Context: an optimization exercise on an open-source flow, tuned for small area and a short achievable clock period. The choices shown serve that exercise and are no tape-out recipe.
At most, simulation tests tie the RTL to the original design; equivalence was not proved.
No functional check of the RTL was part of run 1.
Power is estimated from default activity; no workload was simulated.

==> run.sh <==
#!/bin/bash
# synth_recipe.tcl (not shown) runs the flow's synth.tcl, then flattens the netlist and writes it again
# the make line also repeats each setting of config.mk as NAME=value (left out here)
make -C /OpenROAD-flow-scripts/flow DESIGN_CONFIG=/design/flow/config.mk WORK_HOME=/design/flow/orfs CLKGATE_MAP_FILE= SYNTH_SCRIPT=/design/flow/synth_recipe.tcl finish
==> config.mk <==
export PLATFORM = sky130hd
export DESIGN_NAME = pool_ctrl
export DESIGN_NICKNAME = pool_ctrl
export VERILOG_FILES = /design/flow/design.v
export SDC_FILE = /design/flow/constraint.sdc
export NUM_CORES = 4
export LEC_CHECK = 0
export ABC_AREA = 1
export CAP_MARGIN = 20
export CORE_MARGIN = 2
export CORE_UTILIZATION = 65
export CTS_CLUSTER_DIAMETER = 100
export CTS_CLUSTER_SIZE = 30
export SETUP_SLACK_MARGIN = 3.4
export SLEW_MARGIN = 20
==> constraint.sdc <==
create_clock -name core_clock -period 5.5 [get_ports {clk}]
set_input_delay 1.1000 -clock core_clock [delete_from_list [all_inputs] [get_ports {clk}]]
set_output_delay 1.1000 -clock core_clock [all_outputs]
set_load 0.01 [all_outputs]
==> design.v <==
package pool_pkg;
    localparam int unsigned POOL_DATA_W = 32;
    localparam int unsigned POOL_MAX_W  = 64;
    localparam int unsigned POOL_DIM_W  = 7;
    typedef enum logic [1:0] {
        ST_IDLE  = 2'd0,
        ST_RUN   = 2'd1,
        ST_DRAIN = 2'd2,
        ST_DONE  = 2'd3
    } pool_state_e;
endpackage
module pool_line_buf #(
    parameter int unsigned DATA_W = 32,
    parameter int unsigned DEPTH  = 64,
    parameter int unsigned AW     = (DEPTH > 1) ? $clog2(DEPTH) : 1
) (
    input  logic              clk,
    input  logic              shift_i,
    input  logic [AW-2:0]     len_sel_i,    
    input  logic [DATA_W-1:0] din_i,
    output logic [DATA_W-1:0] dout_o,       
    output logic [DATA_W-1:0] dout_next_o   
);
    localparam int unsigned NSEG = AW - 1;
    logic [DATA_W-1:0] seg_in [NSEG+1];
    assign seg_in[0] = din_i;
    for (genvar k = 0; k < NSEG; k++) begin : g_seg
        localparam int unsigned LEN = 2 << k;
        logic [DATA_W-1:0] sr [LEN];
        always_ff @(posedge clk) begin
            if (shift_i) begin
                sr[0] <= seg_in[k];
                for (int i = 1; i < LEN; i++) sr[i] <= sr[i-1];
            end
        end
        assign seg_in[k+1] = len_sel_i[k] ? sr[LEN-1] : seg_in[k];
    end
    logic [DATA_W-1:0] tail0_q, tail1_q;
    always_ff @(posedge clk) begin
        if (shift_i) begin
            tail0_q <= seg_in[NSEG];
            tail1_q <= tail0_q;
        end
    end
    assign dout_o      = tail1_q;
    assign dout_next_o = shift_i ? tail0_q : tail1_q;
endmodule
module pool_ctrl #(
    parameter int unsigned DATA_W = pool_pkg::POOL_DATA_W,
    parameter int unsigned MAX_W  = pool_pkg::POOL_MAX_W,
    parameter int unsigned DIM_W  = pool_pkg::POOL_DIM_W
) (
    input  logic              clk,
    input  logic              rst_n,
    input  logic              start,
    input  logic [DIM_W-1:0]  cfg_width,
    input  logic [DIM_W-1:0]  cfg_height,
    output logic              busy,
    output logic              done,
    output logic              cfg_err,
    input  logic [DATA_W-1:0] s_data,
    input  logic              s_valid,
    output logic              s_ready,
    output logic [DATA_W-1:0] k_d_in1,
    output logic [DATA_W-1:0] k_d_in2,
    output logic              k_in_valid,
    input  logic [DATA_W-1:0] k_d_out,
    input  logic              k_out_valid,
    output logic [DATA_W-1:0] m_data,
    output logic              m_valid
);
    localparam int unsigned AW = (MAX_W > 1) ? $clog2(MAX_W) : 1;
    logic idle_q, run_q, drain_q, done_q, busy_q;
    logic run_d, drain_d, done_d;
    logic idle;
    logic [AW-2:0]      hw_m1_q;     
    logic [AW-1:0]      col_q;       
    logic [DIM_W-1:0]   row_q;       
    logic [AW-2:0]      rcol_q;      
    logic [DIM_W-2:0]   rrow_q;      
    logic               rdone_q;     
    logic              cfg_err_q;
    logic              kv_q;
    logic              mv_q;
    logic              shift_q;      
    logic [DATA_W-1:0] sd_q;         
    logic [DATA_W-1:0] md_q;
    logic [DATA_W-1:0] su_q;         
    logic [DATA_W-1:0] lb_next;
    logic cfg_ok;
    logic accept;
    logic odd_row;
    logic last_col;
    logic last_px;
    logic fwd;
    assign cfg_ok = !cfg_width[0] && !cfg_height[0]
                  && (cfg_width[DIM_W-1:1]  != '0)
                  && (cfg_height[DIM_W-1:1] != '0)
                  && (32'(cfg_width) <= MAX_W);
    assign idle     = idle_q;
    assign accept   = s_valid && run_q;
    assign odd_row  = !row_q[0];
    assign last_col = (col_q == '0);
    assign last_px  = last_col && (row_q == '0);
    assign fwd      = k_out_valid && busy_q && !rdone_q;
    assign run_d   = (idle && start && cfg_ok) || (run_q && !(accept && last_px));
    assign drain_d = (run_q && accept && last_px) || (drain_q && !rdone_q);
    assign done_d  = drain_q && rdone_q;
    always_ff @(posedge clk or negedge rst_n) begin
        if (!rst_n) begin
            idle_q    <= 1'b1;
            run_q     <= 1'b0;
            drain_q   <= 1'b0;
            done_q    <= 1'b0;
            busy_q    <= 1'b0;
            cfg_err_q <= 1'b0;
            kv_q      <= 1'b0;
            mv_q      <= 1'b0;
        end else begin
            idle_q    <= !(run_d || drain_d || done_d);
            run_q     <= run_d;
            drain_q   <= drain_d;
            done_q    <= done_d;
            busy_q    <= run_d || drain_d;
            cfg_err_q <= idle && start && !cfg_ok;
            kv_q      <= accept && odd_row;
            mv_q      <= fwd;
        end
    end
    always_ff @(posedge clk) begin
        if (idle) begin
            hw_m1_q <= (AW-1)'(cfg_width[DIM_W-1:1] - 1'b1);
            col_q   <= AW'(cfg_width - 1'b1);
            row_q   <= cfg_height - 1'b1;
            rcol_q  <= (AW-1)'(cfg_width[DIM_W-1:1] - 1'b1);
            rrow_q  <= cfg_height[DIM_W-1:1] - 1'b1;
            rdone_q <= 1'b0;
        end else begin
            if (accept) begin
                if (last_col) begin
                    col_q <= {hw_m1_q, 1'b1};
                    row_q <= row_q - 1'b1;
                end else begin
                    col_q <= col_q - 1'b1;
                end
            end
            if (fwd) begin
                if (rcol_q == '0) begin
                    rcol_q <= hw_m1_q;
                    if (rrow_q == '0) rdone_q <= 1'b1;
                    else              rrow_q  <= rrow_q - 1'b1;
                end else begin
                    rcol_q <= rcol_q - 1'b1;
                end
            end
        end
    end
    always_ff @(posedge clk) begin
        shift_q <= accept;
        sd_q    <= s_data;
        su_q    <= lb_next;
        md_q    <= k_d_out;
    end
    pool_line_buf #(
        .DATA_W (DATA_W),
        .DEPTH  (MAX_W),
        .AW     (AW)
    ) u_line_buf (
        .clk       (clk),
        .shift_i   (shift_q),
        .len_sel_i (hw_m1_q),
        .din_i     (sd_q),
        .dout_o      (),
        .dout_next_o (lb_next)
    );
    assign s_ready    = run_q;
    assign busy       = busy_q;
    assign done       = done_q;
    assign cfg_err    = cfg_err_q;
    assign k_in_valid = kv_q;
    assign k_d_in1    = su_q;
    assign k_d_in2    = sd_q;
    assign m_valid    = mv_q;
    assign m_data     = md_q;
endmodule
==> results of run 1 <==
==> power by group through the flow <==
stage	clock network [W]	registers, W	logic, W
2_1_floorplan	0	0.0233	0.000747
3_3_place_gp	0	0.0218	0.00205
3_5_place_dp	0	0.0218	0.00215
4_1_cts	0.00755	0.0215	0.00218
5_1_grt	0.00806	0.0216	0.00242
6_report	0.00725	0.0215	0.00216
==> flip-flops by register name, indices dropped and copies added (netlist names), 5 cells and up <==
| register | count |
|---|---|
| row_q | 7 |
| sd_q | 32 |
| rrow_q | 6 |
| rcol_q | 5 |
| md_q | 32 |
| u_line_buf.g_seg.sr | 1984 |
| u_line_buf.tail1_q | 32 |
| col_q | 6 |
| hw_m1_q | 5 |
| u_line_buf.tail0_q | 32 |
==> routing by layer <==
layer | vias to the layer above | part of all wire | track usage
met2 | 476 | 0.44 | 0.239
met3 | 110 | 0.039 | 0.0248
met5 | - | 0 | 0
li1 | 11600 | - | -
met4 | 0 | 0.018 | 0.0397
met1 | 13000 | 0.51 | 0.291
==> path summary, 6_finish.rpt <==
kind,to,cells past startpoint
max reg2reg,rrow_q[4],5
min in group asynchronous,mv_q,1
min reg2reg,u_line_buf.g_seg[3].sr[10][25],0
max in group asynchronous,idle_q,1
max,k_d_in1[10],1
min,u_line_buf.g_seg[3].sr[10][25],0
==> area by class of cell <==
cell class,count,area [sq um]
timing repair inverter,1,5.00
timing repair buffer,263,2470
clock inverter,2,20.0
sequential,2151,64000
inverter,74,295
fill,6111,29400
clock buffer,109,2260
tap,1380,1730
multi-input combinational,618,3210
==> cell usage in the layout, fill, tap and decap left out, types with 2 or more instances in the layout <==
cell type,n
buf_2,54
o21ai_0,52
clkdlybuf4s50_1,82
clkbuf_1,22
buf_4,54
xor2_1,9
buf_12,17
dfxtp_4,16
o21ai_2,2
and2_1,32
dfxtp_2,32
buf_6,55
o211ai_1,6
nand2_1,283
inv_6,2
xnor2_1,9
nor2_1,29
dfxtp_1,18
or2_2,33
a21oi_1,7
clkbuf_16,87
nand3_1,107
dfrtp_1,7
o211ai_2,32
edfxtp_1,2077
inv_1,67
nand4_1,2
ha_1,9
==> cell families after synthesis <==
logic type	after synthesis	share of synthesized area
buffers and inverters	117	0.00820
adder cells (fa/ha/maj)	9	0.00166
flip-flops	2151	0.945
AO/OA/AOI/OAI	102	0.0114
XOR/XNOR	18	0.00233
AND/OR/NAND/NOR	489	0.0318
==> through the flow <==
stage | worst slack, ns | total power (W) | util | area, sq um | instances
finish | 3.02 | 0.0309 | 0.716 | 74000 | 4598
floorplan | -9.30 | 0.0240 | - | 67600 | 2886
CTS | 2.96 | 0.0312 | 0.715 | 73900 | 4593
global route | 2.96 | 0.0321 | 0.716 | 74000 | 4598
detailed placement | 2.55 | 0.0240 | 0.691 | 71400 | 4444
global placement | 2.66 | 0.0238 | 0.691 | 71400 | 4444
==> timing repair <==
| item | in CTS | in global routing |
|---|---|---|
| cloned | 1 | 0 |
| hold buffers | 0 | 0 |
| setup buffers | 37 | 5 |
| setup endpoints to repair | 1667 | 133 |
| resized for setup | 521 | 21 |
==> synth_stat cells, types with 4 or more instances <==
library cell / number
a21oi_1: 7
and2_1: 32
buf_2: 12
buf_4: 4
buf_6: 11
clkbuf_1: 16
dfrtp_1: 7
dfxtp_1: 66
edfxtp_1: 2077
ha_1: 9
inv_1: 71
nand2_1: 283
nand3_1: 107
nor2_1: 29
o211ai_1: 6
o211ai_2: 32
o21ai_0: 54
or2_2: 33
xnor2_1: 9
xor2_1: 9
==> flow_metrics.tcl, run 1 <==
set metrics [dict create \
    drive_gt1_frac 0.123 \
    routedWlPerCell_um 19.9 \
    cp_top_family "flip-flops" \
    h-tree-depth 3 \
    grt.total_usage 0.171 \
    rsz0062_at_grt "true" \
    grt_max_degree 196 \
    finalNetCount 3282 \
    setup_viol 0 \
    port-buffer-count 184 \
    crit_fanout 1 \
    dp_hpwl_mm 47.9 \
    fin_tns_setup_ns 0 \
    p_leak_nw 24.8 \
    fin_crit_sh 0.451 \
    synthArstFlopShare 0.00372 \
    dieWidth_um 327 \
    path_buf_inv 1 \
    max_freq_mhz 404 \
    ys_top_cells_by_area "edfxtp_1 (92%), dfxtp_1 (2.0%), nand2_1 (1.6%)" \
    antenna_cells 0 \
    overflow 0 \
    status "finished clean" \
    synthCells 2886 \
    cts_tree "done" \
    synth_flop_cell "edfxtp_1" \
    antenna_found_initial 1 \
    power_per_cell_area_nw_per_um2 417 \
    synth_edf_count 2077 \
    arrival_ns 1.38 \
    die_h_um 327 \
    syn_nets 2978 \
    yosysTopAreaCellShare 0.922 \
    holdWs_ns 0.418 \
    p_sw_frac 0.213 \
    slew_violations 0 \
    startpoint "u_line_buf.tail1_q[10]" \
    avgSynthCellArea_sq_um 23.4 \
    worst_slew_pin_slew_ns 1.01 \
    drv_cap 0 \
    drt_iter0_markers 2740 \
    fp-row-count 118 \
    avgViaCountPerCell 5.48 \
    drcViolationCount 0 \
    ant_nets 0 \
    clock-sinks 2151 \
    finClkSkew_ns 0.0189 \
    hold_class "flip-flop to flip-flop" \
    clockBufferDepth 3 \
    cp.required_ns 4.40 \
    slew_headroom 0.328 \
    syn_area_sq_um 67600 \
    r2r_start "idle_q" \
    combPwrFrac 0.070 \
    p_sw_w 0.00658 \
    clk_latency_ns 0.68 \
    path_class "flip-flop to primary output" \
    worst_path_max_delay_cell "edfxtp_1" \
    ys_types 31 \
    gp_congestion 0.763 \
    p_clk_frac 0.235 \
    first_pass_iters 5 \
    die_area_sq_um 107000 \
    p_int_w 0.0243 \
    start_kind "flip-flop" \
    min_from "u_line_buf.g_seg[3].sr[9][25]" \
    design.core.area_sq_um 103000 \
    synthToLayoutAreaGrowth_pct 9.38 \
    wirelength_mm 91.7 \
    vias 25200 \
    ir_drop_v 0.000336 \
    fin_crit_ns 2.48 \
    grt_pass1_vias 24400 \
    clock_tree.root_cell "clkbuf_16" \
    cts_made_buffers 81 \
    yosys.area.top_type "edfxtp_1" \
    hold_viol 0 \
    power_frac_seq 0.695 \
    critPathMaxStageDelay_ns 0.51 \
    boundaryPins 185 \
    synth-seq-cells 2151 \
    end_kind "primary output" \
    initial_core_util 0.654 \
    ys_warn_count 8 \
    r2r_slack_ns 3.50 \
    grt_pass1_wl_mm 141 \
    path_cells "buf_2" \
    seq_area_frac_synth 0.945 \
    clk_pin_slew_ns 0.11 \
]
==> run 2: changes to the inputs <==
--- a/design.v
+++ b/design.v
@@ -18,32 +18,30 @@
     input  logic              shift_i,
     input  logic [AW-2:0]     len_sel_i,    
     input  logic [DATA_W-1:0] din_i,
-    output logic [DATA_W-1:0] dout_o,       
-    output logic [DATA_W-1:0] dout_next_o   
+    output logic [DATA_W-1:0] tap_o
 );
     localparam int unsigned NSEG = AW - 1;
-    logic [DATA_W-1:0] seg_in [NSEG+1];
-    assign seg_in[0] = din_i;
+    logic [DATA_W-1:0] head0_q, head1_q;
+    always_ff @(posedge clk) begin
+        if (shift_i) begin
+            head0_q <= din_i;
+            head1_q <= head0_q;
+        end
+    end
+    logic [DATA_W-1:0] seg_out [NSEG+1];
+    assign seg_out[0] = head1_q;
     for (genvar k = 0; k < NSEG; k++) begin : g_seg
         localparam int unsigned LEN = 2 << k;
         logic [DATA_W-1:0] sr [LEN];
         always_ff @(posedge clk) begin
             if (shift_i) begin
-                sr[0] <= seg_in[k];
+                sr[0] <= seg_out[k];
                 for (int i = 1; i < LEN; i++) sr[i] <= sr[i-1];
             end
         end
-        assign seg_in[k+1] = len_sel_i[k] ? sr[LEN-1] : seg_in[k];
+        assign seg_out[k+1] = len_sel_i[k] ? sr[LEN-1] : seg_out[k];
     end
-    logic [DATA_W-1:0] tail0_q, tail1_q;
-    always_ff @(posedge clk) begin
-        if (shift_i) begin
-            tail0_q <= seg_in[NSEG];
-            tail1_q <= tail0_q;
-        end
-    end
-    assign dout_o      = tail1_q;
-    assign dout_next_o = shift_i ? tail0_q : tail1_q;
+    assign tap_o = seg_out[NSEG];
 endmodule
 module pool_ctrl #(
     parameter int unsigned DATA_W = pool_pkg::POOL_DATA_W,
@@ -82,11 +80,10 @@
     logic              cfg_err_q;
     logic              kv_q;
     logic              mv_q;
-    logic              shift_q;      
     logic [DATA_W-1:0] sd_q;         
+    logic [DATA_W-1:0] su_q;         
+    logic [DATA_W-1:0] lb_tap;
     logic [DATA_W-1:0] md_q;
-    logic [DATA_W-1:0] su_q;         
-    logic [DATA_W-1:0] lb_next;
     logic cfg_ok;
     logic accept;
     logic odd_row;
@@ -156,9 +153,8 @@
         end
     end
     always_ff @(posedge clk) begin
-        shift_q <= accept;
         sd_q    <= s_data;
-        su_q    <= lb_next;
+        su_q    <= lb_tap;
         md_q    <= k_d_out;
     end
     pool_line_buf #(
@@ -167,11 +163,10 @@
         .AW     (AW)
     ) u_line_buf (
         .clk       (clk),
-        .shift_i   (shift_q),
+        .shift_i   (accept),
         .len_sel_i (hw_m1_q),
-        .din_i     (sd_q),
-        .dout_o      (),
-        .dout_next_o (lb_next)
+        .din_i     (s_data),
+        .tap_o     (lb_tap)
     );
     assign s_ready    = run_q;
     assign busy       = busy_q;
--- a/config.mk
+++ b/config.mk
@@ -5,11 +5,10 @@
 export SDC_FILE = /design/flow/constraint.sdc
 export NUM_CORES = 4
 export LEC_CHECK = 0
-export ABC_AREA = 1
 export CAP_MARGIN = 20
 export CORE_MARGIN = 2
 export CORE_UTILIZATION = 65
 export CTS_CLUSTER_DIAMETER = 100
 export CTS_CLUSTER_SIZE = 30
-export SETUP_SLACK_MARGIN = 3.4
+export SETUP_SLACK_MARGIN = 3.2
 export SLEW_MARGIN = 20
==> run 2 against run 1 <==
Still clean on timing, DRC and antenna. Clock power increased by 2%. Count of clock-buffer cells in the layout up 35. Via count down 2.3%. Routed wire length up 0.55%. Total power up 8.3%. Critical endpoint is now u_line_buf.g_seg[1].sr[0][6]. Largest cell class unchanged.
==> flow_metrics.tcl, run 2 <==
set metrics [dict create \
    fin_crit_ns 2.35 \
    synth_common_cells "edfxtp_1 (2077), dfxtp_1 (97), nor2_1 (53), nand2_1 (48), mux2_2 (37)" \
    power_frac_seq 0.674 \
    hold-path-cell-count 0 \
    dp_hpwl_mm 46.6 \
    synth-seq-cells 2182 \
    min_from "u_line_buf.g_seg[2].sr[3][4]" \
    boundaryPins 185 \
    gp_congestion 0.753 \
    p_int_w 0.0259 \
    setup_viol 0 \
    rsz0062_at_grt "true" \
    fin_area_sq_um 75400 \
    final_cells 4465 \
    avgSynthCellArea_sq_um 25.3 \
    rr_worst_depth 5 \
    overflow 0 \
    synth_xor_area_frac 0.00294 \
    initial_core_util 0.653 \
    grt_pass1_wl_mm 139 \
    die_area_sq_um 108000 \
    largest_reg_flops 1984 \
    synth.mux.area_fraction 0.0147 \
    clock-sinks 2182 \
    synth.most_common_cell "edfxtp_1" \
    fin_crit_sh 0.428 \
    start_kind "primary input" \
    synth_flop_cell "edfxtp_1" \
    drive_gt1_frac 0.145 \
    grt_max_degree 97 \
    cts_made_buffers 82 \
    p_clk_frac 0.221 \
    final_common_cell "edfxtp_1" \
    ys_top_cells_by_area "edfxtp_1 (91%), dfxtp_1 (2.8%), mux2_4 (0.61%)" \
    path_class "primary input to flip-flop" \
    multi_input_area_sq_um 3650 \
    p_leak_nw 24.0 \
    p_sw_w 0.00753 \
    synth_compound_area_frac 0.0168 \
    max_freq_mhz 425 \
    combPwrFrac 0.105 \
    syn_nets 2799 \
    ys_warn_count 8 \
    fillCellCount 6074 \
    drcViolationCount 0 \
    grt_pass1_vias 23600 \
    ys_types 50 \
    design.core.area_sq_um 105000 \
    syn_area_sq_um 68500 \
    ir_drop_v 0.000394 \
    rr_endpoint "rrow_q[3]" \
    synth-simple-area-share 0.0172 \
    synthCells 2707 \
    vias 24600 \
    routedWlPerCell_um 20.6 \
    wirelength_mm 92.2 \
    place_area_sq_um 72400 \
    synth_fa_ha_area_frac 0.00164 \
    drv_cap 0 \
    fp-row-count 119 \
    arrival_ns 2.72 \
    drt_iter0_markers 2448 \
    die_h_um 329 \
    seq_area_frac_synth 0.942 \
    p_sw_frac 0.225 \
    r2r_slack_ns 3.33 \
    ff_latch_area_sq_um 64600 \
    dp.cells 4287 \
    postCtsHoldBufs 0 \
    fin_tns_setup_ns 0 \
    avgViaCountPerCell 5.51 \
    end_kind "flip-flop" \
    worst_slew_pin_slew_ns 0.842 \
    hold_viol 0 \
    ant_nets 0 \
    cts_tree "done" \
    dieWidth_um 329 \
    crit_fanout 22 \
    synthArstFlopShare 0.00367 \
    final_cell_mix "edfxtp_1 (2077), clkbuf_16 (93), clkdlybuf4s50_1 (82)" \
    largest_register "u_line_buf.g_seg.sr" \
    synth_edf_count 2077 \
    clock_tree.root_cell "clkbuf_16" \
    slew_headroom 0.438 \
    port-buffer-count 184 \
    antenna_found_initial 2 \
    clockBufferDepth 3 \
    yosysTopAreaCellShare 0.911 \
    status "finished clean" \
    yosys.area.top_type "edfxtp_1" \
    clk_latency_ns 0.68 \
    h-tree-depth 3 \
    cp.required_ns 5.87 \
    finalNetCount 3101 \
    hold_class "flip-flop to flip-flop" \
    power_per_cell_area_nw_per_um2 443 \
    finClkSkew_ns 0.0207 \
    grt.total_usage 0.169 \
    synth_top_family_by_area "simple AND/OR/NAND/NOR gates" \
    slew_violations 0 \
    r2r_start "rcol_q[0]" \
    clk_pin_slew_ns 0.11 \
    first_pass_iters 7 \
    synthToLayoutAreaGrowth_pct 10.2 \
    holdPathEnd "u_line_buf.g_seg[2].sr[4][4]" \
]
-- run 2: how the worst max path moves through the flow --
stage / startpoint / end / slack, ns / depth (start not counted)
6_report: s_valid / u_line_buf.g_seg[1].sr[0][6] / 3.15 / 6
5_1_grt: su_q[19] / k_d_in1[19] / 3.10 / 1
4_1_cts: su_q[19] / k_d_in1[19] / 3.01 / 1
3_5_place_dp: s_valid / u_line_buf.head0_q[30] / 1.99 / 4
3_3_place_gp: s_valid / u_line_buf.head0_q[22] / 2.03 / 4
2_1_floorplan: s_valid / u_line_buf.g_seg[0].sr[0][0] / -26.96 / 2
-- run 2: logic make-up after synthesis --
family | after synthesis
buf+inv | 56
xor+xnor | 23
flops | 2182
simple gates | 223
compound gates | 132
fa+ha+maj | 9
mux | 82
-- run 2: layer usage --
layer	global-route usage	part of all wire	routed length [um]
met4	0.0391	0.019	1770
met5	0	0	0
met1	0.287	0.51	47200
met3	0.0275	0.043	3960
met2	0.234	0.43	39200
-- run 2: per-stage QoR --
stage                util  hold WS (ns)  power [W]  setup slack [ns]
detailed placement  0.690         0.405     0.0261              1.99
CTS                 0.715         0.404     0.0337              3.01
finish              0.720         0.412     0.0334              3.15
global route        0.720         0.420     0.0348              3.10
floorplan               -         0.400     0.0235            -26.96
global placement    0.690         0.400     0.0259              2.03
-- run 2: final cells by class --
class                      count  share of cell area
sequential                  2182               0.856
multi-input combinational    469              0.0484
timing repair buffer         260              0.0400
clock buffer                 144              0.0311
tap                         1391              0.0231
inverter                      14            0.000746
clock inverter                 3            0.000348
antenna                        2           0.0000663
-- run 2: worst max-delay path, cell delays in order --
cell             delay, ns
clkdlybuf4s50_1       0.48
nand2_1               0.12
clkinvlp_4            0.11
buf_12                0.22
buf_16                0.29
buf_4                 0.34
-- run 2: power groups by stage --
| stage | Combinational, W | Clock (W) | Sequential [W] |
|---|---|---|---|
| floorplan | 0.00137 | 0 | 0.0222 |
| global placement | 0.00302 | 0 | 0.0228 |
| detailed placement | 0.00317 | 0 | 0.0229 |
| CTS | 0.00340 | 0.00771 | 0.0226 |
| global route | 0.00385 | 0.00821 | 0.0228 |
| finish | 0.00351 | 0.00738 | 0.0225 |
-- run 2: timing repair --
item / 4_1_cts / 5_1_grt
resized for setup: 505 / 61
pin swaps: 0 / 0
cloned: 12 / 8
setup buffers: 8 / 1
setup endpoints to repair: 2122 / 926
==> run 3: changes to the inputs <==
--- a/config.mk
+++ b/config.mk
@@ -5,10 +5,11 @@
 export SDC_FILE = /design/flow/constraint.sdc
 export NUM_CORES = 4
 export LEC_CHECK = 0
+export ABC_AREA = 1
 export CAP_MARGIN = 20
 export CORE_MARGIN = 2
 export CORE_UTILIZATION = 65
 export CTS_CLUSTER_DIAMETER = 100
 export CTS_CLUSTER_SIZE = 30
-export SETUP_SLACK_MARGIN = 3.2
+export SETUP_SLACK_MARGIN = 3.4
 export SLEW_MARGIN = 20
==> run 3 against run 2 <==
Still clean on timing, DRC and antenna. Area after synthesis fell by 0.29%. Combinational power fell by 31%. Die area fell by 0.29%. Utilization rose by 0.49 points. Routed wire length rose by 1.5%. Fmax rose by 0.50%. Sequential share of layout area rose by 0.25 points. Critical path type is now flip-flop to primary output. Critical endpoint is now k_in_valid. Largest cell class unchanged. Largest power group unchanged.
==> flow_metrics.tcl, run 3 <==
set metrics [dict create \
    initial_core_util 0.658 \
    cts_tree "done" \
    vias 25300 \
    finClkSkew_ns 0.0192 \
    boundaryPins 185 \
    final_common_cell "edfxtp_1" \
    grt_max_degree 152 \
    cp.required_ns 4.40 \
    syn_area_sq_um 68300 \
    largest_reg_flops 1984 \
    yosys.area.top_type "edfxtp_1" \
    h-tree-depth 3 \
    fin_crit_sh 0.426 \
    synthToLayoutAreaGrowth_pct 10.2 \
    power_per_cell_area_nw_per_um2 420 \
    grt.total_usage 0.172 \
    hold_viol 0 \
    synthCells 2920 \
    fillCellCount 5962 \
    routedWlPerCell_um 20.1 \
    synthArstFlopShare 0.00367 \
    p_leak_nw 25.3 \
    worst_slew_pin_slew_ns 0.819 \
    largest_register "u_line_buf.g_seg.sr" \
    clock-sinks 2182 \
    grt_pass1_vias 24300 \
    slew_headroom 0.454 \
    clk_latency_ns 0.70 \
    synth_edf_count 2077 \
    gp_congestion 0.805 \
    avgSynthCellArea_sq_um 23.4 \
    synth.most_common_cell "edfxtp_1" \
    synth_common_cells "edfxtp_1 (2077), nand2_1 (281), nand3_1 (109), dfxtp_1 (97), inv_1 (75)" \
    finalNetCount 3302 \
    port-buffer-count 184 \
    dp_hpwl_mm 47.7 \
    path_class "flip-flop to primary output" \
    cts_made_buffers 82 \
    worst_path_max_delay_cell "dfrtp_1" \
    crit_fanout 1 \
    antenna_cells 0 \
    overflow 0 \
    drcViolationCount 0 \
    seq_area_frac_synth 0.945 \
    fin_crit_ns 2.34 \
    first_pass_iters 5 \
    ys_top_cells_by_area "edfxtp_1 (91%), dfxtp_1 (2.8%), nand2_1 (1.5%)" \
    start_kind "flip-flop" \
    arrival_ns 1.24 \
    multi_input_area_sq_um 3220 \
    drv_cap 0 \
    final_util 0.725 \
    critPathMaxStageDelay_ns 0.40 \
    synth-seq-cells 2182 \
    design.core.area_sq_um 104000 \
    cp_top_family "flip-flops" \
    dieWidth_um 328 \
    hold_class "flip-flop to flip-flop" \
    rsz0062_at_grt "true" \
    setup_viol 0 \
    slew_violations 0 \
    clock_tree.root_cell "clkbuf_16" \
    avgViaCountPerCell 5.43 \
    status "finished clean" \
    syn_nets 3012 \
    end_kind "primary output" \
    grt_pass1_wl_mm 141 \
    clockBufferDepth 3 \
    die_area_sq_um 108000 \
    fin_tns_setup_ns 0 \
    drive_gt1_frac 0.118 \
    clk_pin_slew_ns 0.11 \
    r2r_slack_ns 3.49 \
    fp-row-count 118 \
    ff_latch_area_sq_um 64600 \
    ant_nets 0 \
    yosysTopAreaCellShare 0.913 \
    ir_drop_v 0.000302 \
    path_buf_inv 1 \
    final_cell_mix "edfxtp_1 (2077), nand2_1 (279), nand3_1 (109)" \
    synth_flop_cell "edfxtp_1" \
    antenna_found_initial 2 \
    max_freq_mhz 427 \
    holdWs_ns 0.420 \
    ys_warn_count 8 \
    drt_iter0_markers 2774 \
    wirelength_mm 93.5 \
    ys_types 32 \
    path_cells "buf_2" \
    die_h_um 328 \
]
## run 3: cell count changes after synthesis, sizes merged, moves of 32 or more
cell	change
or2	+33
nand3	+106
o31a	-34
inv	+66
nor2b	-32
nand2b	-32
nor2	-51
o21ai	+39
nand2	+233
o211ai	+36
o31ai	-33
mux2	-65
## run 3: per-stage QoR
step	power [W]	cell area (sq um)	std cells	setup WS [ns]
final	0.0316	75200	4657	3.16
after global routing	0.0329	75200	4657	3.09
after CTS	0.0319	75000	4652	3.10
after detailed placement	0.0243	72000	4473	1.88
after global placement	0.0241	72000	4473	1.95
after floorplan	0.0236	68300	2920	-26.95
## run 3: cells by family after synthesis
group           synth area share
compound gates            0.0111
xor+xnor                 0.00231
fa+ha+maj                0.00165
buf+inv                  0.00848
flops                      0.945
simple gates              0.0315
## run 3: routing by layer
| metal | track usage | share of wire | vias up |
|---|---|---|---|
| met3 | 0.0268 | 0.039 | 95 |
| met4 | 0.0365 | 0.016 | 0 |
| met1 | 0.285 | 0.49 | 13000 |
| met5 | 0 | 0 | - |
| li1 | - | - | 11700 |
| met2 | 0.249 | 0.45 | 496 |
## run 3: path summary, 6_finish.rpt
check | from | end | depth (start not counted)
max in group asynchronous | rst_n | idle_q | 1
min | u_line_buf.g_seg[0].sr[0][30] | u_line_buf.g_seg[0].sr[1][30] | 0
min reg2reg | u_line_buf.g_seg[0].sr[0][30] | u_line_buf.g_seg[0].sr[1][30] | 0
max reg2reg | run_q | u_line_buf.g_seg[4].sr[21][23] | 9
min in group asynchronous | rst_n | drain_q | 1
max | kv_q | k_in_valid | 1
## run 3: timing repair
item                                     CTS  global route
resized for setup                        526            55
endpoints found under the setup margin  2316           440
buffers inserted                          12             3
hold buffers                               0             0
gates cloned                              16             2
pin swaps                                  1             0
## run 3: report_power, final
| part | leakage [nW] | switching (W) | internal, W |
|---|---|---|---|
| Sequential | 20.7 | 0.000657 | 0.0211 |
| Combinational | 3.51 | 0.00167 | 0.000762 |
| Clock | 1.15 | 0.00441 | 0.00302 |
| Total | 25.3 | 0.00674 | 0.0248 |
## run 3: area by class of cell
type | instances | share of cell area
timing repair buffer | 247 | 0.0386
clock buffer | 148 | 0.0320
clock inverter | 3 | 0.000283
sequential | 2182 | 0.859
timing repair inverter | 1 | 0.000116
multi-input combinational | 616 | 0.0428
tap | 1380 | 0.0230
inverter | 80 | 0.00456
==> run 4: changes to the inputs <==
==> flow/run.sh (new file) <==
#!/bin/bash
set -o pipefail
cp standard.sh standard_sh.log
export BUFFER_PORTS_ARGS="-buffer_cell sky130_fd_sc_hd__buf_1"
bash standard.sh > standard.log 2>&1
==> standard.sh (new file) <==
#!/bin/bash
# synth_recipe.tcl (not shown) runs the flow's synth.tcl, then flattens the netlist and writes it again
# the make line also repeats each setting of config.mk as NAME=value (left out here)
make -C /OpenROAD-flow-scripts/flow DESIGN_CONFIG=/design/flow/config.mk WORK_HOME=/design/flow/orfs CLKGATE_MAP_FILE= SYNTH_SCRIPT=/design/flow/synth_recipe.tcl "${@:-finish}"
removed: run.sh
==> run 4 against run 3 <==
Sequential share of layout area grew 0.57 points. Still clean. Sequential power hardly changed. First-iteration DRC count is 6.6% higher. Clock skew grew 0.0030 ns. Hold slack worse by 0.095 ns. Via count increased by 1.1%. Global-route usage hardly changed. Highest routed layer is now met5.
==> flow_metrics.tcl, run 4 <==
set metrics [dict create \
    status "finished clean" \
    design.core.area_sq_um 104000 \
    grt.total_usage 0.172 \
    largest_reg_flops 1984 \
    totalPowerFinal_w 0.0316 \
    path_cells "buf_2" \
    arrival_ns 1.24 \
    clk_pin_slew_ns 0.11 \
    path_buf_inv 1 \
    final_common_cell "edfxtp_1" \
    grt_pass1_wl_mm 142 \
    yosys.area.top_type "edfxtp_1" \
    fin_area_sq_um 74700 \
    finalNetCount 3313 \
    routedWlPerCell_um 20.3 \
    fin_crit_ns 2.34 \
    ys_top_cells_by_area "edfxtp_1 (91%), dfxtp_1 (2.8%), nand2_1 (1.5%)" \
    hold_class "primary input to asynchronous set/reset pin" \
    ys_warn_count 8 \
    cp.required_ns 4.40 \
    clk_latency_ns 0.69 \
    grt_pass1_vias 24400 \
    h-tree-depth 3 \
    gp_congestion 0.789 \
    ir_drop_v 0.000382 \
    initial_core_util 0.658 \
    hold_viol 0 \
    place_area_sq_um 71000 \
    synthCells 2920 \
    path_class "flip-flop to primary output" \
    avgViaCountPerCell 5.48 \
    critPathMaxStageDelay_ns 0.41 \
    wirelength_mm 94.9 \
    ys_types 32 \
    slew_violations 0 \
    max_freq_mhz 428 \
    drt_iter0_markers 2956 \
    slew_headroom 0.534 \
    largest_register "u_line_buf.g_seg.sr" \
    clock_tree.root_cell "clkbuf_16" \
    cp_top_family "flip-flops" \
    clockBufferDepth 3 \
    grt_max_degree 181 \
    end_kind "primary output" \
    first_pass_iters 5 \
    synth_edf_count 2077 \
    cts_tree "done" \
    antenna_found_initial 2 \
    setup_viol 0 \
    clock-sinks 2182 \
    worst_path_max_delay_cell "dfrtp_1" \
    drv_cap 0 \
    rsz0062_at_grt "true" \
    synthArstFlopShare 0.00367 \
    syn_nets 3012 \
    fp-row-count 118 \
    finClkSkew_ns 0.0222 \
    seq_area_frac_synth 0.945 \
    dp_hpwl_mm 48.7 \
    yosysTopAreaCellShare 0.913 \
    syn_area_sq_um 68300 \
    drcViolationCount 0 \
    port-buffer-count 184 \
    ant_nets 0 \
    synth.most_common_cell "edfxtp_1" \
    holdWs_ns 0.324 \
    die_area_sq_um 108000 \
    synth_common_cells "edfxtp_1 (2077), nand2_1 (281), nand3_1 (109), dfxtp_1 (97), inv_1 (75)" \
    synthToLayoutAreaGrowth_pct 9.45 \
    boundaryPins 185 \
    cts_made_buffers 82 \
    p_leak_nw 25.1 \
    overflow 0 \
    start_kind "flip-flop" \
    drive_gt1_frac 0.121 \
    worst_slew_pin_slew_ns 0.700 \
    synth-seq-cells 2182 \
    dieWidth_um 328 \
    fillCellCount 5996 \
    postCtsHoldBufs 0 \
    avgSynthCellArea_sq_um 23.4 \
    fin_crit_sh 0.425 \
    power_per_cell_area_nw_per_um2 422 \
    fin_tns_setup_ns 0 \
    die_h_um 328 \
    final_cell_mix "edfxtp_1 (2077), nand2_1 (279), nand3_1 (108)" \
    crit_fanout 2 \
    vias 25600 \
    synth_flop_cell "edfxtp_1" \
]
==> run 4: cell counts after synthesis <==
Identical to the previous run, type by type.
==> run 4: path summary, 6_finish.rpt <==
kind                       cells past startpoint                      startpoint  slack [ns]                             end
setup / recovery                               1                           run_q        3.16                         s_ready
hold / removal                                 1                           rst_n        0.32                            mv_q
setup reg to reg                               7                           run_q        3.47  u_line_buf.g_seg[4].sr[29][11]
hold reg to reg                                0  u_line_buf.g_seg[4].sr[30][15]        0.42  u_line_buf.g_seg[4].sr[31][15]
max in group asynchronous                      1                           rst_n        4.83                          idle_q
min in group core_clock                        0  u_line_buf.g_seg[4].sr[30][15]        0.42  u_line_buf.g_seg[4].sr[31][15]
==> run 4: cells by family (layout without fill, tap and decap cells) <==
logic type	count (synthesis)	count (layout)	share of synthesized area
flip-flops	2182	2182	0.945
AND/OR/NAND/NOR	489	489	0.0315
buffers and inverters	122	489	0.00848
AO/OA/AOI/OAI	100	100	0.0111
XOR/XNOR	18	18	0.00231
adder cells (fa/ha/maj)	9	9	0.00165
other	0	1	0
==> run 4: layer usage <==
layer  up-vias  share of wire  track usage
met5         -       0.000095            0
met4         2          0.019       0.0421
met3       113          0.040       0.0269
met2       508           0.45        0.249
met1     13200           0.49        0.283
li1      11700              -            -
==> run 4: where the power goes <==
part | switching [W] | total [W] | internal, W
Sequential | 0.000674 | 0.0217 | 0.0210
Combinational | 0.00169 | 0.00240 | 0.000711
Clock | 0.00441 | 0.00743 | 0.00302
Total | 0.00677 | 0.0316 | 0.0248
==> run 4: layout make-up <==
type	count	area [sq um]	area share
inverter	80	343	0.00459
clock buffer	148	2410	0.0322
timing repair inverter	1	8.76	0.000117
tap	1380	1730	0.0231
clock inverter	2	17.5	0.000234
multi-input combinational	616	3220	0.0431
antenna	1	2.50	0.0000335
timing repair buffer	258	2410	0.0322
sequential	2182	64600	0.864
==> run 4: repair_timing <==
action	4_1_cts	5_1_grt
gates resized for setup	200	80
cloned	5	13
buffers inserted	5	4
endpoints found under the setup margin	1740	1218
pin swaps	0	0
==> run 4: through the flow <==
step            util  worst slack [ns]  cells
3_3_place_gp   0.684              1.87   4489
5_1_grt        0.720              3.11   4667
3_5_place_dp   0.684              2.13   4490
6_report       0.720              3.16   4668
4_1_cts        0.714              3.11   4650
2_1_floorplan      -            -26.95   2920
==> run 5: changes to the inputs <==
--- a/config.mk
+++ b/config.mk
@@ -8,8 +8,8 @@
 export ABC_AREA = 1
 export CAP_MARGIN = 20
 export CORE_MARGIN = 2
-export CORE_UTILIZATION = 65
+export CORE_UTILIZATION = 68
 export CTS_CLUSTER_DIAMETER = 100
 export CTS_CLUSTER_SIZE = 30
-export SETUP_SLACK_MARGIN = 3.4
+export SETUP_SLACK_MARGIN = 3.5
 export SLEW_MARGIN = 20
==> run 5 against run 4 <==
Still clean. Count of clock-buffer cells in the layout shrank 4. Flip-flop and latch count is the same. First-iteration DRC count shrank 2.4%. Sequential power is essentially flat. Die area shrank 4.4%. Non-clock buffer count grew 2. Register-to-register slack gained 0.05 ns.
==> flow_metrics.tcl, run 5 <==
set metrics [dict create \
    drt_iter0_markers 2884 \
    hold_viol 0 \
    synthToLayoutAreaGrowth_pct 9.73 \
    setup_viol 0 \
    path_class "flip-flop to primary output" \
    finalNetCount 3317 \
    clockBufferDepth 3 \
    rr_worst_depth 7 \
    ys_top_cells_by_area "edfxtp_1 (91%), dfxtp_1 (2.8%), nand2_1 (1.5%)" \
    fp-row-count 116 \
    syn_area_sq_um 68300 \
    clock_tree.root_cell "clkbuf_16" \
    power_per_cell_area_nw_per_um2 422 \
    max_freq_mhz 430 \
    path_cells "buf_1" \
    grt.total_usage 0.181 \
    antenna_cells 0 \
    clk_pin_slew_ns 0.11 \
    holdWs_ns 0.287 \
    r2r_start "run_q" \
    synth.most_common_cell "edfxtp_1" \
    arrival_ns 1.23 \
    yosys.area.top_type "edfxtp_1" \
    drv_cap 0 \
    grt_pass1_wl_mm 142 \
    final_common_cell "edfxtp_1" \
    ys_warn_count 8 \
    syn_nets 3012 \
    slew_violations 0 \
    vias 25700 \
    endpoint "s_ready" \
    wirelength_mm 96.2 \
    first_pass_iters 6 \
    crit_cells 1 \
    worst_slew_pin_slew_ns 0.698 \
    design.core.area_sq_um 99900 \
    ys_types 32 \
    cts_tree "done" \
    seq_area_frac_synth 0.945 \
    slew_headroom 0.535 \
    final_cell_mix "edfxtp_1 (2077), nand2_1 (279), nand3_1 (108)" \
    clock-sinks 2182 \
    end_kind "primary output" \
    final_util 0.750 \
    finClkSkew_ns 0.0215 \
    start_kind "flip-flop" \
    gp_congestion 0.812 \
    avgSynthCellArea_sq_um 23.4 \
    antenna_found_initial 2 \
    grt_pass1_vias 24400 \
    cp_top_family "flip-flops" \
    crit_fanout 2 \
    startpoint "run_q" \
    boundaryPins 185 \
    routedWlPerCell_um 21.0 \
    synth_common_cells "edfxtp_1 (2077), nand2_1 (281), nand3_1 (109), dfxtp_1 (97), inv_1 (75)" \
    drive_gt1_frac 0.124 \
    dieWidth_um 321 \
    hold_class "primary input to asynchronous set/reset pin" \
    grt_max_degree 162 \
    fin_crit_sh 0.423 \
    dp_hpwl_mm 47.8 \
    synth-seq-cells 2182 \
    synth_flop_cell "edfxtp_1" \
    cp.required_ns 4.40 \
    ant_nets 0 \
    fin_crit_ns 2.33 \
    initial_core_util 0.684 \
    avgViaCountPerCell 5.61 \
    fin_area_sq_um 74900 \
    largest_register "u_line_buf.g_seg.sr" \
    yosysTopAreaCellShare 0.913 \
    fin_tns_setup_ns 0 \
    p_leak_nw 25.2 \
    r2r_slack_ns 3.52 \
    rr_endpoint "u_line_buf.g_seg[4].sr[15][18]" \
    die_h_um 321 \
    ir_drop_v 0.000288 \
    overflow 0 \
    synth_edf_count 2077 \
    critPathMaxStageDelay_ns 0.41 \
    largest_reg_flops 1984 \
    rsz0062_at_grt "true" \
    cts_made_buffers 82 \
    path_buf_inv 1 \
    port-buffer-count 184 \
    die_area_sq_um 103000 \
    status "finished clean" \
    h-tree-depth 3 \
    synthCells 2920 \
    worst_path_max_delay_cell "dfrtp_1" \
    drcViolationCount 0 \
    clk_latency_ns 0.69 \
    synthArstFlopShare 0.00367 \
    place_area_sq_um 70800 \
]
==> run 5: changes by cell type in the layout (fill, tap and decap cells not counted), sizes merged <==
cell / previous run / this run
buf: 240 / 237
clkbuf: 165 / 166
clkinvlp: 1 / 2
diode: 1 / 0
inv: 81 / 83
==> run 5: cell type report <==
cell class	instances	area, sq um
clock inverter	3	26.3
timing repair buffer	260	2710
fill	5477	24900
tap	1298	1620
multi-input combinational	616	3230
timing repair inverter	3	25.0
inverter	80	343
clock buffer	144	2350
sequential	2182	64600
==> run 5: power by group <==
part | switching (W) | internal [W]
Combinational | 0.00175 | 0.000778
Clock | 0.00441 | 0.00296
Sequential | 0.000674 | 0.0210
Total | 0.00683 | 0.0248
==> run 5: through the flow <==
stage | std cells | worst slack, ns | total power (W)
final | 4586 | 3.17 | 0.0316
after floorplan | 2920 | -26.95 | 0.0236
after CTS | 4563 | 3.13 | 0.0318
after global routing | 4586 | 3.12 | 0.0328
after global placement | 4401 | 2.14 | 0.0240
after detailed placement | 4401 | 2.09 | 0.0242
==> run 5: metal layers <==
metal | vias up | GRT usage | wire length, um
met4 | 0 | 0.0454 | 2090
met2 | 560 | 0.257 | 42300
met5 | - | 0 | 0
li1 | 11800 | - | -
met1 | 13300 | 0.303 | 47500
met3 | 133 | 0.0307 | 4350
==> run 5: logic make-up (layout without fill, tap and decap cells) <==
kind of cell               count (synthesis)  after routing  share of synthesized area
xor gates and xnor gates                  18             18                    0.00231
AOI/OAI and AO/OA                        100            100                     0.0111
DFF                                     2182           2182                      0.945
buffers and inverters                    122            490                    0.00848
and+or+nand+nor                          489            489                     0.0315
adders and majority gates                  9              9                    0.00165
==> run 5: worst min path at each step <==
stage,from,slack [ns],cells past startpoint,end
global placement,u_line_buf.g_seg[2].sr[2][7],0.40,0,u_line_buf.g_seg[2].sr[3][7]
global route,rst_n,0.28,1,cfg_err_q
detailed placement,u_line_buf.g_seg[0].sr[0][19],0.40,0,u_line_buf.g_seg[0].sr[1][19]
finish,rst_n,0.29,1,cfg_err_q
floorplan,u_line_buf.g_seg[0].sr[0][0],0.40,0,u_line_buf.g_seg[0].sr[1][0]
CTS,rst_n,0.25,1,kv_q
==> run 5: repair_timing <==
action	in CTS	in global routing
pin swaps	0	1
gates cloned	10	19
hold buffers	0	0
setup endpoints to repair	2266	1573
hold endpoints to repair	0	0
buffers inserted	5	4
resized for setup	222	81

## what the ideal ports hide
Ports are ideal in the flow. The routed layouts listed here were re-timed in OpenROAD.
Step 1 sets driving cells, clkbuf_16 on the clock port and buf_2 on the other inputs (assumed; they add their load-dependent delay and slew).
Step 2 adds t to the input delays and takes it off the output delays; t is the mean of the earliest and latest rising clock arrival at the registers after step 1. Input paths then give back, and output paths get back, about the clock's delay inside the block.
Slacks: ideal ports / drivers / drivers and shift; pairs: ideal ports / drivers.
run | shift t [ns] | setup WS [ns] | worst hold slack (ns) | worst register clock-pin slew, ns
run 1 | 0.743 | 3.022 / 2.953 / 2.762 | 0.418 / 0.418 / 0.418 | 0.12 / 0.12
run 2 | 0.743 | 3.145 / 3.114 / 2.449 | 0.412 / 0.412 / 0.412 | 0.11 / 0.11
run 3 | 0.754 | 3.157 / 3.090 / 2.685 | 0.420 / 0.420 / 0.420 | 0.11 / 0.11
run 4 | 0.751 | 3.161 / 3.088 / 2.841 | 0.324 / 0.274 / 0.419 | 0.11 / 0.11
run 5 | 0.747 | 3.172 / 3.106 / 2.889 | 0.287 / 0.243 / 0.414 | 0.11 / 0.11
After both steps every run listed still meets setup and hold. For run 2, which loses most, drivers alone change the setup slack by -0.031 ns; drivers and shift together by -0.696 ns.
